From an optimization exercise on the open Yosys and OpenROAD flow, aimed at small area and a short achievable clock period; shortcuts taken in it are not production practice. Where RTL was checked, it was by simulation tests only, not by an equivalence proof against the original. No activity file was given, so power comes from the tool's default toggle rates.

==> inputs of zinc <==
==> flow/design.v <==
package sb_pkg;
    typedef logic [31:0] inst_t;
    typedef logic [2:0]  fu_id_t;
    typedef logic [4:0]  reg_idx_t;
    typedef logic [4:0]  fu_op_t;
    localparam int num_fu = 4;
    localparam fu_id_t fu_none = 3'd0;
    localparam fu_id_t fu_alu  = 3'd1;
    localparam fu_id_t fu_mem  = 3'd2;
    localparam fu_id_t fu_mul  = 3'd3;
    localparam fu_id_t fu_div  = 3'd4;
    localparam fu_op_t alu_add   = 5'h01;
    localparam fu_op_t alu_sub   = 5'h02;
    localparam fu_op_t alu_and   = 5'h03;
    localparam fu_op_t alu_or    = 5'h04;
    localparam fu_op_t alu_xor   = 5'h05;
    localparam fu_op_t alu_sll   = 5'h06;
    localparam fu_op_t alu_srl   = 5'h07;
    localparam fu_op_t alu_slt   = 5'h08;
    localparam fu_op_t alu_sltu  = 5'h09;
    localparam fu_op_t alu_sra   = 5'h0a;
    localparam fu_op_t alu_imm   = 5'h10;
    localparam fu_op_t alu_lui   = 5'h1b;
    localparam fu_op_t alu_auipc = 5'h1c;
    localparam fu_op_t mem_lb  = 5'b0_000_0;
    localparam fu_op_t mem_lh  = 5'b0_001_0;
    localparam fu_op_t mem_lw  = 5'b0_010_0;
    localparam fu_op_t mem_lbu = 5'b0_100_0;
    localparam fu_op_t mem_lhu = 5'b0_101_0;
    localparam fu_op_t mem_sb  = 5'b0_000_1;
    localparam fu_op_t mem_sh  = 5'b0_001_1;
    localparam fu_op_t mem_sw  = 5'b0_010_1;
    localparam fu_op_t mul_mul    = 5'd0;
    localparam fu_op_t mul_mulh   = 5'd1;
    localparam fu_op_t mul_mulhsu = 5'd2;
    localparam fu_op_t mul_mulhu  = 5'd3;
    localparam fu_op_t div_div    = 5'd0;
    localparam fu_op_t div_divu   = 5'd1;
    localparam fu_op_t div_rem    = 5'd2;
    localparam fu_op_t div_remu   = 5'd3;
    localparam logic [6:0] opc_r     = 7'b0110011;
    localparam logic [6:0] opc_i     = 7'b0010011;
    localparam logic [6:0] opc_load  = 7'b0000011;
    localparam logic [6:0] opc_store = 7'b0100011;
    localparam logic [6:0] opc_lui   = 7'b0110111;
    localparam logic [6:0] opc_auipc = 7'b0010111;
    localparam logic [6:0] f7_base   = 7'h00;
    localparam logic [6:0] f7_muldiv = 7'h01;
    localparam logic [6:0] f7_alt    = 7'h20;
endpackage
module scoreboard_ctrl (
    input  logic                      clk,
    input  logic                      rst,
    input  sb_pkg::inst_t             inst,
    input  logic                      inst_valid,
    input  logic [sb_pkg::num_fu-1:0] fu_done,
    output logic                      issue_ack,
    output logic [sb_pkg::num_fu-1:0] ro_en,
    output sb_pkg::fu_op_t            ro_op,
    output sb_pkg::reg_idx_t          rs1_ctrl,
    output sb_pkg::reg_idx_t          rs2_ctrl,
    output logic                      reg_write,
    output sb_pkg::fu_id_t            wb_fu,
    output sb_pkg::reg_idx_t          rd_ctrl
);
    logic [4:1]      busy;     
    logic [4:1]      pre;      
    logic [4:1]      rdy1;     
    logic [4:1]      rdy2;
    logic [4:1]      rq;       
    logic [4:1]      done;     
    logic [4:1]      wbg;      
    logic [4:0]      rd_q;     
    logic [4:1][4:0] dst;      
    logic [4:1][4:0] src1;
    logic [4:1][4:0] src2;
    logic [4:0]      op1;      
    logic [3:0]      op2;      
    logic [1:0]      op3;      
    logic [1:0]      op4;
    logic [4:1][4:1] eq1, eq2;    
    logic [6:0] opc;
    logic [2:0] f3;
    logic [6:0] f7;
    logic [4:0] rd, rs1, rs2;
    assign opc = inst[6:0];
    assign f3  = inst[14:12];
    assign f7  = inst[31:25];
    assign rd  = inst[11:7];
    assign rs1 = inst[19:15];
    assign rs2 = inst[24:20];
    logic is_r, is_i, is_ld, is_st, is_lui, is_auipc;
    assign is_r     = (opc == sb_pkg::opc_r);
    assign is_i     = (opc == sb_pkg::opc_i);
    assign is_ld    = (opc == sb_pkg::opc_load);
    assign is_st    = (opc == sb_pkg::opc_store);
    assign is_lui   = (opc == sb_pkg::opc_lui);
    assign is_auipc = (opc == sb_pkg::opc_auipc);
    logic f7_0, f7_20, f7_1;
    assign f7_0  = (f7 == sb_pkg::f7_base);
    assign f7_20 = (f7 == sb_pkg::f7_alt);
    assign f7_1  = (f7 == sb_pkg::f7_muldiv);
    logic [4:1] val;           
    assign val[1] = (is_r && (f7_0 || (f7_20 && (f3 == 3'h0 || f3 == 3'h5)))) ||
                    (is_i && (f3 == 3'h1 ? f7_0 : (f3 == 3'h5 ? (f7_0 || f7_20) : 1'b1))) ||
                    is_lui || is_auipc;
    assign val[2] = (is_ld && (f3 != 3'h3 && f3 != 3'h6 && f3 != 3'h7)) ||
                    (is_st && !f3[2] && f3 != 3'h3);
    assign val[3] = is_r && f7_1 && !f3[2];
    assign val[4] = is_r && f7_1 &&  f3[2];
    logic [4:0] alu_op;
    logic       alu_alt;
    assign alu_alt = inst[30] && (inst[5] || f3 == 3'h5);
    always_comb begin
        case (f3)
            3'h0:    alu_op = alu_alt ? sb_pkg::alu_sub : sb_pkg::alu_add;
            3'h1:    alu_op = sb_pkg::alu_sll;
            3'h2:    alu_op = sb_pkg::alu_slt;
            3'h3:    alu_op = sb_pkg::alu_sltu;
            3'h4:    alu_op = sb_pkg::alu_xor;
            3'h5:    alu_op = alu_alt ? sb_pkg::alu_sra : sb_pkg::alu_srl;
            3'h6:    alu_op = sb_pkg::alu_or;
            default: alu_op = sb_pkg::alu_and;
        endcase
        if (!inst[5]) alu_op = alu_op | sb_pkg::alu_imm;
        if (inst[2])  alu_op = inst[5] ? sb_pkg::alu_lui : sb_pkg::alu_auipc;
    end
    logic [4:1][4:0] n_dst, n_src1, n_src2;
    logic [4:1]      has_s1, has_s2, has_d;
    assign has_d  = {1'b1, 1'b1, !inst[5], 1'b1};
    assign has_s1 = {1'b1, 1'b1, 1'b1, !inst[2]};
    assign has_s2 = {1'b1, 1'b1, inst[5], inst[5] && !inst[2]};
    always_comb begin
        for (int u = 1; u <= 4; u++) begin
            n_dst[u]  = has_d[u]  ? rd  : 5'd0;
            n_src1[u] = has_s1[u] ? rs1 : 5'd0;
            n_src2[u] = has_s2[u] ? rs2 : 5'd0;
        end
    end
    logic       rd_nz, rs1_nz, rs2_nz;
    assign rd_nz  = (rd  != 5'd0);
    assign rs1_nz = (rs1 != 5'd0);
    assign rs2_nz = (rs2 != 5'd0);
    logic [4:1] rs1_hit, rs2_hit, rd_hit;    
    logic [4:1] rd_s1, rd_s2;                
    always_comb begin
        for (int v = 1; v <= 4; v++) begin
            rs1_hit[v] = rs1_nz && (rs1 == dst[v]);
            rs2_hit[v] = rs2_nz && (rs2 == dst[v]);
            rd_hit[v]  = rd_nz  && (rd  == dst[v]);
            rd_s1[v]   = rd_nz  && (rd  == src1[v]);
            rd_s2[v]   = rd_nz  && (rd  == src2[v]);
        end
    end
    always_ff @(posedge clk) begin
        for (int u = 1; u <= 4; u++)
            for (int v = 1; v <= 4; v++)
                if (u != v) begin
                    if (!busy[u]) begin
                        eq1[u][v] <= has_s1[u] && rs1_hit[v];
                        eq2[u][v] <= has_s2[u] && rs2_hit[v];
                    end else if (!busy[v]) begin
                        eq1[u][v] <= has_d[v] && rd_s1[u];
                        eq2[u][v] <= has_d[v] && rd_s2[u];
                    end
                end
    end
    logic [4:1] rog, wake1, wake2;
    assign rog = {rq[4] & ~|rq[3:1], rq[3] & ~|rq[2:1], rq[2] & ~rq[1], rq[1]};
    always_comb begin
        for (int u = 1; u <= 4; u++) begin
            wake1[u] = 1'b0;
            wake2[u] = 1'b0;
            for (int v = 1; v <= 4; v++)
                if (v != u) begin
                    if (wbg[v] && eq1[u][v]) wake1[u] = 1'b1;
                    if (wbg[v] && eq2[u][v]) wake2[u] = 1'b1;
                end
            wake1[u] = wake1[u] && pre[u];
            wake2[u] = wake2[u] && pre[u];
        end
    end
    logic       waw, pend1, pend2, dec_valid, issue_en;
    logic [4:1] issue;
    assign waw   = |(busy & rd_hit);
    assign pend1 = |(busy & ~wbg & rs1_hit);
    assign pend2 = |(busy & ~wbg & rs2_hit);
    assign dec_valid = |val;
    always_comb begin
        for (int u = 1; u <= 4; u++)
            issue[u] = inst_valid && val[u] && !busy[u] && !(has_d[u] && waw);
    end
    assign issue_en = (inst_valid && !dec_valid) || (|issue);
    logic [4:1] busy_n, pre_n, rdy1_n, rdy2_n, done_n;
    always_comb begin
        for (int u = 1; u <= 4; u++) begin
            if (busy[u]) begin
                busy_n[u] = !wbg[u];
                pre_n[u]  = pre[u] && !rog[u];
                rdy1_n[u] = !rog[u] && !wbg[u] && (rdy1[u] || wake1[u]);
                rdy2_n[u] = !rog[u] && !wbg[u] && (rdy2[u] || wake2[u]);
                done_n[u] = !wbg[u] && (done[u] || fu_done[u-1]);
            end else begin
                busy_n[u] = issue[u];
                pre_n[u]  = 1'b1;
                rdy1_n[u] = issue[u] && !(has_s1[u] && pend1);
                rdy2_n[u] = issue[u] && !(has_s2[u] && pend2);
                done_n[u] = 1'b0;
            end
        end
    end
    logic [4:1] st1_n, st2_n, war_n, wbr_n, wbg_n;
    logic [4:0] rd_n;
    always_comb begin
        for (int u = 1; u <= 4; u++) begin
            st1_n[u] = busy[u] && rdy1_n[u];
            st2_n[u] = busy[u] && rdy2_n[u];
        end
        for (int v = 1; v <= 4; v++) begin
            war_n[v] = 1'b0;
            for (int u = 1; u <= 4; u++)
                if (u != v && ((st1_n[u] && eq1[u][v]) || (st2_n[u] && eq2[u][v])))
                    war_n[v] = 1'b1;
        end
    end
    assign wbr_n = busy & done_n & ~war_n;
    assign wbg_n = {wbr_n[4] & ~|wbr_n[3:1], wbr_n[3] & ~|wbr_n[2:1], wbr_n[2] & ~wbr_n[1], wbr_n[1]};
    assign rd_n  = wbr_n[1] ? dst[1] : wbr_n[2] ? dst[2] : wbr_n[3] ? dst[3] : dst[4];
    always_ff @(posedge clk or posedge rst) begin
        if (rst) begin
            busy      <= '0;
            rdy1      <= '0;
            rdy2      <= '0;
            rq        <= '0;
            wbg       <= '0;
            issue_ack <= 1'b0;
        end else begin
            busy      <= busy_n;
            rdy1      <= rdy1_n;
            rdy2      <= rdy2_n;
            rq        <= rdy1_n & rdy2_n;
            wbg       <= wbg_n;
            issue_ack <= issue_en;
        end
    end
    always_ff @(posedge clk) begin
        pre  <= pre_n;
        done <= done_n;
        rd_q <= rd_n;
        for (int u = 1; u <= 4; u++) begin
            if (!busy[u]) begin
                dst[u]  <= n_dst[u];
                src1[u] <= n_src1[u];
                src2[u] <= n_src2[u];
            end
        end
        if (!busy[1]) op1 <= alu_op;
        if (!busy[2]) op2 <= {f3, inst[5]};
        if (!busy[3]) op3 <= f3[1:0];
        if (!busy[4]) op4 <= f3[1:0];
    end
    assign ro_en     = rog;
    assign ro_op     = rq[1] ? op1 : rq[2] ? {1'b0, op2} : rq[3] ? {3'b0, op3} : {3'b0, op4};
    assign rs1_ctrl  = rq[1] ? src1[1] : rq[2] ? src1[2] : rq[3] ? src1[3] : src1[4];
    assign rs2_ctrl  = rq[1] ? src2[1] : rq[2] ? src2[2] : rq[3] ? src2[3] : src2[4];
    assign reg_write = |wbg;
    assign wb_fu     = {wbg[4], wbg[2] | wbg[3], wbg[1] | wbg[3]};
    assign rd_ctrl   = rd_q;
endmodule
==> flow/flow/run.sh <==
#!/bin/bash
# Standard ORFS layout with two changes: the port buffers are plain buffers
# instead of the delay cells buffer_ports picks on its own, and the clock tree
# uses smaller clock buffers and no dummy balancing loads.
set -euo pipefail
export BUFFER_PORTS_ARGS="-buffer_cell sky130_fd_sc_hd__buf_2"
export CTS_ARGS="-sink_clustering_enable -repair_clock_nets -dont_use_dummy_load -buf_list sky130_fd_sc_hd__clkbuf_4 -sink_clustering_size 30"
bash standard.sh > make.log 2>&1
==> flow/standard.sh <==
#!/bin/bash
# synth_recipe.tcl (not shown) runs the flow's synth.tcl, then flattens the netlist and writes it again
# the make line also repeats each setting of config.mk as NAME=value (left out here)
make -C /OpenROAD-flow-scripts/flow DESIGN_CONFIG=/design/flow/config.mk WORK_HOME=/design/flow/orfs CLKGATE_MAP_FILE= SYNTH_SCRIPT=/design/flow/synth_recipe.tcl "${@:-finish}"
==> flow/config.mk <==
export PLATFORM = sky130hd
export DESIGN_NAME = scoreboard_ctrl
export DESIGN_NICKNAME = scoreboard_ctrl
export VERILOG_FILES = /design/flow/design.v
export SDC_FILE = /design/flow/constraint.sdc
export NUM_CORES = 4
export LEC_CHECK = 0
export CAP_MARGIN = 20
export CORE_MARGIN = 2
export CORE_UTILIZATION = 65
export SETUP_SLACK_MARGIN = 1.5
export SLEW_MARGIN = 20
==> flow/constraint.sdc <==
create_clock -name core_clock -period 4.5 [get_ports {clk}]
set_input_delay 0.9000 -clock core_clock [delete_from_list [all_inputs] [get_ports {clk}]]
set_output_delay 0.9000 -clock core_clock [all_outputs]
set_load 0.01 [all_outputs]
==> indigo: changes against zinc <==
--- a/flow/design.v
+++ b/flow/design.v
@@ -67,10 +67,7 @@
     logic [4:1]      pre;      
     logic [4:1]      rdy1;     
     logic [4:1]      rdy2;
-    logic [4:1]      rq;       
     logic [4:1]      done;     
-    logic [4:1]      wbg;      
-    logic [4:0]      rd_q;     
     logic [4:1][4:0] dst;      
     logic [4:1][4:0] src1;
     logic [4:1][4:0] src2;
@@ -78,7 +75,6 @@
     logic [3:0]      op2;      
     logic [1:0]      op3;      
     logic [1:0]      op4;
-    logic [4:1][4:1] eq1, eq2;    
     logic [6:0] opc;
     logic [2:0] f3;
     logic [6:0] f7;
@@ -152,6 +148,7 @@
             rd_s2[v]   = rd_nz  && (rd  == src2[v]);
         end
     end
+    logic [4:1][4:1] eq1, eq2;
     always_ff @(posedge clk) begin
         for (int u = 1; u <= 4; u++)
             for (int v = 1; v <= 4; v++)
@@ -165,8 +162,31 @@
                     end
                 end
     end
-    logic [4:1] rog, wake1, wake2;
-    assign rog = {rq[4] & ~|rq[3:1], rq[3] & ~|rq[2:1], rq[2] & ~rq[1], rq[1]};
+    logic [4:1] war_ok, ro_req, wb_req, rog, wbg;
+    always_comb begin
+        for (int v = 1; v <= 4; v++) begin
+            war_ok[v] = 1'b1;
+            for (int u = 1; u <= 4; u++)
+                if (u != v && ((rdy1[u] && eq1[u][v]) || (rdy2[u] && eq2[u][v])))
+                    war_ok[v] = 1'b0;
+        end
+    end
+    assign ro_req = rdy1 & rdy2;
+    assign wb_req = done & war_ok;
+    assign rog = {ro_req[4] & ~|ro_req[3:1], ro_req[3] & ~|ro_req[2:1], ro_req[2] & ~ro_req[1], ro_req[1]};
+    assign wbg = {wb_req[4] & ~|wb_req[3:1], wb_req[3] & ~|wb_req[2:1], wb_req[2] & ~wb_req[1], wb_req[1]};
+    logic       waw, pend1, pend2, dec_valid, issue_en;
+    logic [4:1] issue;
+    assign waw   = |(busy & rd_hit);
+    assign pend1 = |(busy & ~wbg & rs1_hit);
+    assign pend2 = |(busy & ~wbg & rs2_hit);
+    assign dec_valid = |val;
+    always_comb begin
+        for (int u = 1; u <= 4; u++)
+            issue[u] = inst_valid && val[u] && !busy[u] && !(has_d[u] && waw);
+    end
+    assign issue_en = (inst_valid && !dec_valid) || (|issue);
+    logic [4:1] wake1, wake2;
     always_comb begin
         for (int u = 1; u <= 4; u++) begin
             wake1[u] = 1'b0;
@@ -180,73 +200,34 @@
             wake2[u] = wake2[u] && pre[u];
         end
     end
-    logic       waw, pend1, pend2, dec_valid, issue_en;
-    logic [4:1] issue;
-    assign waw   = |(busy & rd_hit);
-    assign pend1 = |(busy & ~wbg & rs1_hit);
-    assign pend2 = |(busy & ~wbg & rs2_hit);
-    assign dec_valid = |val;
-    always_comb begin
-        for (int u = 1; u <= 4; u++)
-            issue[u] = inst_valid && val[u] && !busy[u] && !(has_d[u] && waw);
-    end
-    assign issue_en = (inst_valid && !dec_valid) || (|issue);
-    logic [4:1] busy_n, pre_n, rdy1_n, rdy2_n, done_n;
-    always_comb begin
-        for (int u = 1; u <= 4; u++) begin
-            if (busy[u]) begin
-                busy_n[u] = !wbg[u];
-                pre_n[u]  = pre[u] && !rog[u];
-                rdy1_n[u] = !rog[u] && !wbg[u] && (rdy1[u] || wake1[u]);
-                rdy2_n[u] = !rog[u] && !wbg[u] && (rdy2[u] || wake2[u]);
-                done_n[u] = !wbg[u] && (done[u] || fu_done[u-1]);
-            end else begin
-                busy_n[u] = issue[u];
-                pre_n[u]  = 1'b1;
-                rdy1_n[u] = issue[u] && !(has_s1[u] && pend1);
-                rdy2_n[u] = issue[u] && !(has_s2[u] && pend2);
-                done_n[u] = 1'b0;
-            end
-        end
-    end
-    logic [4:1] st1_n, st2_n, war_n, wbr_n, wbg_n;
-    logic [4:0] rd_n;
-    always_comb begin
-        for (int u = 1; u <= 4; u++) begin
-            st1_n[u] = busy[u] && rdy1_n[u];
-            st2_n[u] = busy[u] && rdy2_n[u];
-        end
-        for (int v = 1; v <= 4; v++) begin
-            war_n[v] = 1'b0;
-            for (int u = 1; u <= 4; u++)
-                if (u != v && ((st1_n[u] && eq1[u][v]) || (st2_n[u] && eq2[u][v])))
-                    war_n[v] = 1'b1;
-        end
-    end
-    assign wbr_n = busy & done_n & ~war_n;
-    assign wbg_n = {wbr_n[4] & ~|wbr_n[3:1], wbr_n[3] & ~|wbr_n[2:1], wbr_n[2] & ~wbr_n[1], wbr_n[1]};
-    assign rd_n  = wbr_n[1] ? dst[1] : wbr_n[2] ? dst[2] : wbr_n[3] ? dst[3] : dst[4];
     always_ff @(posedge clk or posedge rst) begin
         if (rst) begin
             busy      <= '0;
+            pre       <= '0;
             rdy1      <= '0;
             rdy2      <= '0;
-            rq        <= '0;
-            wbg       <= '0;
+            done      <= '0;
             issue_ack <= 1'b0;
         end else begin
-            busy      <= busy_n;
-            rdy1      <= rdy1_n;
-            rdy2      <= rdy2_n;
-            rq        <= rdy1_n & rdy2_n;
-            wbg       <= wbg_n;
             issue_ack <= issue_en;
+            for (int u = 1; u <= 4; u++) begin
+                if (busy[u]) begin
+                    busy[u] <= !wbg[u];
+                    pre[u]  <= pre[u] && !rog[u] && !wbg[u];
+                    rdy1[u] <= !rog[u] && !wbg[u] && (rdy1[u] || wake1[u]);
+                    rdy2[u] <= !rog[u] && !wbg[u] && (rdy2[u] || wake2[u]);
+                    done[u] <= !wbg[u] && (done[u] || fu_done[u-1]);
+                end else begin
+                    busy[u] <= issue[u];
+                    pre[u]  <= issue[u];
+                    rdy1[u] <= issue[u] && !(has_s1[u] && pend1);
+                    rdy2[u] <= issue[u] && !(has_s2[u] && pend2);
+                    done[u] <= 1'b0;
+                end
+            end
         end
     end
     always_ff @(posedge clk) begin
-        pre  <= pre_n;
-        done <= done_n;
-        rd_q <= rd_n;
         for (int u = 1; u <= 4; u++) begin
             if (!busy[u]) begin
                 dst[u]  <= n_dst[u];
@@ -260,10 +241,14 @@
         if (!busy[4]) op4 <= f3[1:0];
     end
     assign ro_en     = rog;
-    assign ro_op     = rq[1] ? op1 : rq[2] ? {1'b0, op2} : rq[3] ? {3'b0, op3} : {3'b0, op4};
-    assign rs1_ctrl  = rq[1] ? src1[1] : rq[2] ? src1[2] : rq[3] ? src1[3] : src1[4];
-    assign rs2_ctrl  = rq[1] ? src2[1] : rq[2] ? src2[2] : rq[3] ? src2[3] : src2[4];
-    assign reg_write = |wbg;
+    assign ro_op     = ({5{rog[1]}} & op1) | ({5{rog[2]}} & {1'b0, op2}) |
+                       ({5{rog[3]}} & {3'b0, op3}) | ({5{rog[4]}} & {3'b0, op4});
+    assign rs1_ctrl  = ({5{rog[1]}} & src1[1]) | ({5{rog[2]}} & src1[2]) |
+                       ({5{rog[3]}} & src1[3]) | ({5{rog[4]}} & src1[4]);
+    assign rs2_ctrl  = ({5{rog[1]}} & src2[1]) | ({5{rog[2]}} & src2[2]) |
+                       ({5{rog[3]}} & src2[3]) | ({5{rog[4]}} & src2[4]);
+    assign reg_write = |wb_req;
     assign wb_fu     = {wbg[4], wbg[2] | wbg[3], wbg[1] | wbg[3]};
-    assign rd_ctrl   = rd_q;
+    assign rd_ctrl   = ({5{wbg[1]}} & dst[1]) | ({5{wbg[2]}} & dst[2]) |
+                       ({5{wbg[3]}} & dst[3]) | ({5{wbg[4]}} & dst[4]);
 endmodule
==> flow/flow/run.sh (replaced) <==
#!/bin/bash
# Standard ORFS layout, with the port buffers made from plain buffers
# instead of the delay cells buffer_ports picks on its own.
set -euo pipefail
export BUFFER_PORTS_ARGS="-buffer_cell sky130_fd_sc_hd__buf_2"
bash standard.sh > make.log 2>&1
--- a/flow/config.mk
+++ b/flow/config.mk
@@ -7,6 +7,6 @@
 export LEC_CHECK = 0
 export CAP_MARGIN = 20
 export CORE_MARGIN = 2
-export CORE_UTILIZATION = 65
-export SETUP_SLACK_MARGIN = 1.5
+export CORE_UTILIZATION = 40
+export SETUP_SLACK_MARGIN = 2.0
 export SLEW_MARGIN = 20
==> garnet: changes against zinc <==
--- a/flow/design.v
+++ b/flow/design.v
@@ -67,7 +67,7 @@
     logic [4:1]      pre;      
     logic [4:1]      rdy1;     
     logic [4:1]      rdy2;
-    logic [4:1]      rq;       
+    logic [4:1]      rog;      
     logic [4:1]      done;     
     logic [4:1]      wbg;      
     logic [4:0]      rd_q;     
@@ -137,36 +137,37 @@
             n_src2[u] = has_s2[u] ? rs2 : 5'd0;
         end
     end
-    logic       rd_nz, rs1_nz, rs2_nz;
-    assign rd_nz  = (rd  != 5'd0);
-    assign rs1_nz = (rs1 != 5'd0);
-    assign rs2_nz = (rs2 != 5'd0);
-    logic [4:1] rs1_hit, rs2_hit, rd_hit;    
-    logic [4:1] rd_s1, rd_s2;                
+    logic [4:1] dnz, bz, bzw;       
+    logic [4:1] m_rd, m_rs1, m_rs2;  
+    logic [4:1] rd_s1, rd_s2;        
+    logic       rd_nz;
+    assign rd_nz = (rd != 5'd0);
     always_comb begin
         for (int v = 1; v <= 4; v++) begin
-            rs1_hit[v] = rs1_nz && (rs1 == dst[v]);
-            rs2_hit[v] = rs2_nz && (rs2 == dst[v]);
-            rd_hit[v]  = rd_nz  && (rd  == dst[v]);
-            rd_s1[v]   = rd_nz  && (rd  == src1[v]);
-            rd_s2[v]   = rd_nz  && (rd  == src2[v]);
-        end
-    end
+            dnz[v]   = (dst[v] != 5'd0);
+            m_rd[v]  = (rd  == dst[v]);
+            m_rs1[v] = (rs1 == dst[v]);
+            m_rs2[v] = (rs2 == dst[v]);
+            rd_s1[v] = rd_nz && (rd == src1[v]);
+            rd_s2[v] = rd_nz && (rd == src2[v]);
+        end
+    end
+    assign bz  = busy & dnz;
+    assign bzw = bz & ~wbg;
     always_ff @(posedge clk) begin
         for (int u = 1; u <= 4; u++)
             for (int v = 1; v <= 4; v++)
                 if (u != v) begin
                     if (!busy[u]) begin
-                        eq1[u][v] <= has_s1[u] && rs1_hit[v];
-                        eq2[u][v] <= has_s2[u] && rs2_hit[v];
+                        eq1[u][v] <= has_s1[u] && dnz[v] && m_rs1[v];
+                        eq2[u][v] <= has_s2[u] && dnz[v] && m_rs2[v];
                     end else if (!busy[v]) begin
                         eq1[u][v] <= has_d[v] && rd_s1[u];
                         eq2[u][v] <= has_d[v] && rd_s2[u];
                     end
                 end
     end
-    logic [4:1] rog, wake1, wake2;
-    assign rog = {rq[4] & ~|rq[3:1], rq[3] & ~|rq[2:1], rq[2] & ~rq[1], rq[1]};
+    logic [4:1] wake1, wake2;
     always_comb begin
         for (int u = 1; u <= 4; u++) begin
             wake1[u] = 1'b0;
@@ -182,9 +183,9 @@
     end
     logic       waw, pend1, pend2, dec_valid, issue_en;
     logic [4:1] issue;
-    assign waw   = |(busy & rd_hit);
-    assign pend1 = |(busy & ~wbg & rs1_hit);
-    assign pend2 = |(busy & ~wbg & rs2_hit);
+    assign waw   = |(bz  & m_rd);
+    assign pend1 = |(bzw & m_rs1);
+    assign pend2 = |(bzw & m_rs2);
     assign dec_valid = |val;
     always_comb begin
         for (int u = 1; u <= 4; u++)
@@ -226,19 +227,33 @@
     assign wbr_n = busy & done_n & ~war_n;
     assign wbg_n = {wbr_n[4] & ~|wbr_n[3:1], wbr_n[3] & ~|wbr_n[2:1], wbr_n[2] & ~wbr_n[1], wbr_n[1]};
     assign rd_n  = wbr_n[1] ? dst[1] : wbr_n[2] ? dst[2] : wbr_n[3] ? dst[3] : dst[4];
+    logic [4:1] st_rq, iv, go, rog_n;
+    logic [4:1] st_low, iv_low;
+    always_comb begin
+        for (int u = 1; u <= 4; u++) begin
+            st_rq[u] = busy[u] && rdy1_n[u] && rdy2_n[u];
+            iv[u]    = inst_valid && val[u] && !busy[u];
+            go[u]    = !((has_d[u] && waw) || (has_s1[u] && pend1) || (has_s2[u] && pend2));
+        end
+        st_low = {|st_rq[3:1], |st_rq[2:1], st_rq[1], 1'b0};
+        iv_low = {|(iv[3:1] & go[3:1]), |(iv[2:1] & go[2:1]), iv[1] & go[1], 1'b0};
+        for (int u = 1; u <= 4; u++)
+            rog_n[u] = busy[u] ? (st_rq[u] && !st_low[u] && !iv_low[u])
+                               : (iv[u] && go[u] && !st_low[u]);
+    end
     always_ff @(posedge clk or posedge rst) begin
         if (rst) begin
             busy      <= '0;
             rdy1      <= '0;
             rdy2      <= '0;
-            rq        <= '0;
+            rog       <= '0;
             wbg       <= '0;
             issue_ack <= 1'b0;
         end else begin
             busy      <= busy_n;
             rdy1      <= rdy1_n;
             rdy2      <= rdy2_n;
-            rq        <= rdy1_n & rdy2_n;
+            rog       <= rog_n;
             wbg       <= wbg_n;
             issue_ack <= issue_en;
         end
@@ -260,9 +275,12 @@
         if (!busy[4]) op4 <= f3[1:0];
     end
     assign ro_en     = rog;
-    assign ro_op     = rq[1] ? op1 : rq[2] ? {1'b0, op2} : rq[3] ? {3'b0, op3} : {3'b0, op4};
-    assign rs1_ctrl  = rq[1] ? src1[1] : rq[2] ? src1[2] : rq[3] ? src1[3] : src1[4];
-    assign rs2_ctrl  = rq[1] ? src2[1] : rq[2] ? src2[2] : rq[3] ? src2[3] : src2[4];
+    assign ro_op     = ({5{rog[1]}} & op1) | ({5{rog[2]}} & {1'b0, op2}) |
+                       ({5{rog[3]}} & {3'b0, op3}) | ({5{rog[4]}} & {3'b0, op4});
+    assign rs1_ctrl  = ({5{rog[1]}} & src1[1]) | ({5{rog[2]}} & src1[2]) |
+                       ({5{rog[3]}} & src1[3]) | ({5{rog[4]}} & src1[4]);
+    assign rs2_ctrl  = ({5{rog[1]}} & src2[1]) | ({5{rog[2]}} & src2[2]) |
+                       ({5{rog[3]}} & src2[3]) | ({5{rog[4]}} & src2[4]);
     assign reg_write = |wbg;
     assign wb_fu     = {wbg[4], wbg[2] | wbg[3], wbg[1] | wbg[3]};
     assign rd_ctrl   = rd_q;
==> flow/flow/run.sh (replaced) <==
#!/bin/bash
# Standard ORFS layout with two changes: the port buffers are plain buffers
# instead of the delay cells buffer_ports picks on its own, and the clock tree
# uses smaller clock buffers and no dummy balancing loads.
set -euo pipefail
export BUFFER_PORTS_ARGS="-buffer_cell sky130_fd_sc_hd__buf_2"
export CTS_ARGS="-sink_clustering_enable -repair_clock_nets -dont_use_dummy_load -buf_list sky130_fd_sc_hd__clkbuf_8 -sink_clustering_size 30"
bash standard.sh > make.log 2>&1
--- a/flow/config.mk
+++ b/flow/config.mk
@@ -7,6 +7,6 @@
 export LEC_CHECK = 0
 export CAP_MARGIN = 20
 export CORE_MARGIN = 2
-export CORE_UTILIZATION = 65
+export CORE_UTILIZATION = 70
 export SETUP_SLACK_MARGIN = 1.5
 export SLEW_MARGIN = 20
==> comparison table <==
Maximum clock rate: indigo 0.305 GHz; zinc 0.356 GHz; garnet 0.335 GHz
Via count: indigo 5123; zinc 5246; garnet 5615
Portion of the post-synthesis area used by sequential elements: indigo 0.539; zinc 0.525; garnet 0.543
Std cell rows: indigo 46; zinc 38; garnet 35
Hold Path End: indigo done[1]$_DFF_PP0_; zinc -; garnet done[3]$_DFF_P_
Number of global-route vias before repair: indigo 5249; zinc 5140; garnet 5409
Destination of the worst register-to-register timing path: indigo rdy1[1]$_DFF_PP0_; zinc rd_q[2]$_DFF_P_; garnet rog[4]$_DFF_PP0_
Worst-case hold slack: indigo 0.497 ns; zinc 0.488 ns; garnet 0.473 ns
Power in the clock group: indigo 1.31 mW; zinc 530 uW; garnet 711 uW
Clock transition at the registers of the reported paths: indigo 0.06 ns; zinc 0.10 ns; garnet 0.06 ns
Post-Syn Instances: indigo 578; zinc 640; garnet 622
Worst setup slack before clock tree synthesis: indigo 1.50 ns; zinc 1.21 ns; garnet 1.05 ns
Outcome: indigo complete, no violations; zinc complete, no violations; garnet complete, no violations
No functional check of the RTL was part of zinc and garnet.

what the ideal ports hide:
Ports are ideal in the flow. The routed layouts listed here were re-timed in OpenROAD. Step 1: set_driving_cell puts a clkbuf_16 on clk and a buf_2 on each other input, an assumption about the parent block. Step 2 moves the port delays by t, midway between the first and last clock arrival at a register: inputs arrive t later, outputs are due t later. That takes back most of the time a late clock gives input paths. Three values: no drivers, after step 1, after step 2; two values: the first two.
run | t (ns) | slack for setup (ns) | worst setup path at the end | clock arrival spread, ns
zinc | 0.584 | 1.691 / 1.658 / 1.170 | input to register | 0.021 / 0.022
indigo | 0.462 | 1.225 / 1.183 / 1.645 | register to output | 0.017 / 0.017
garnet | 0.472 | 1.518 / 1.518 / 1.131 | input to register | 0.028 / 0.028
After both steps every run listed still meets setup and hold. The setup slack of zinc, which loses most, moves by -0.033 ns with the drivers and by -0.521 ns with both steps.
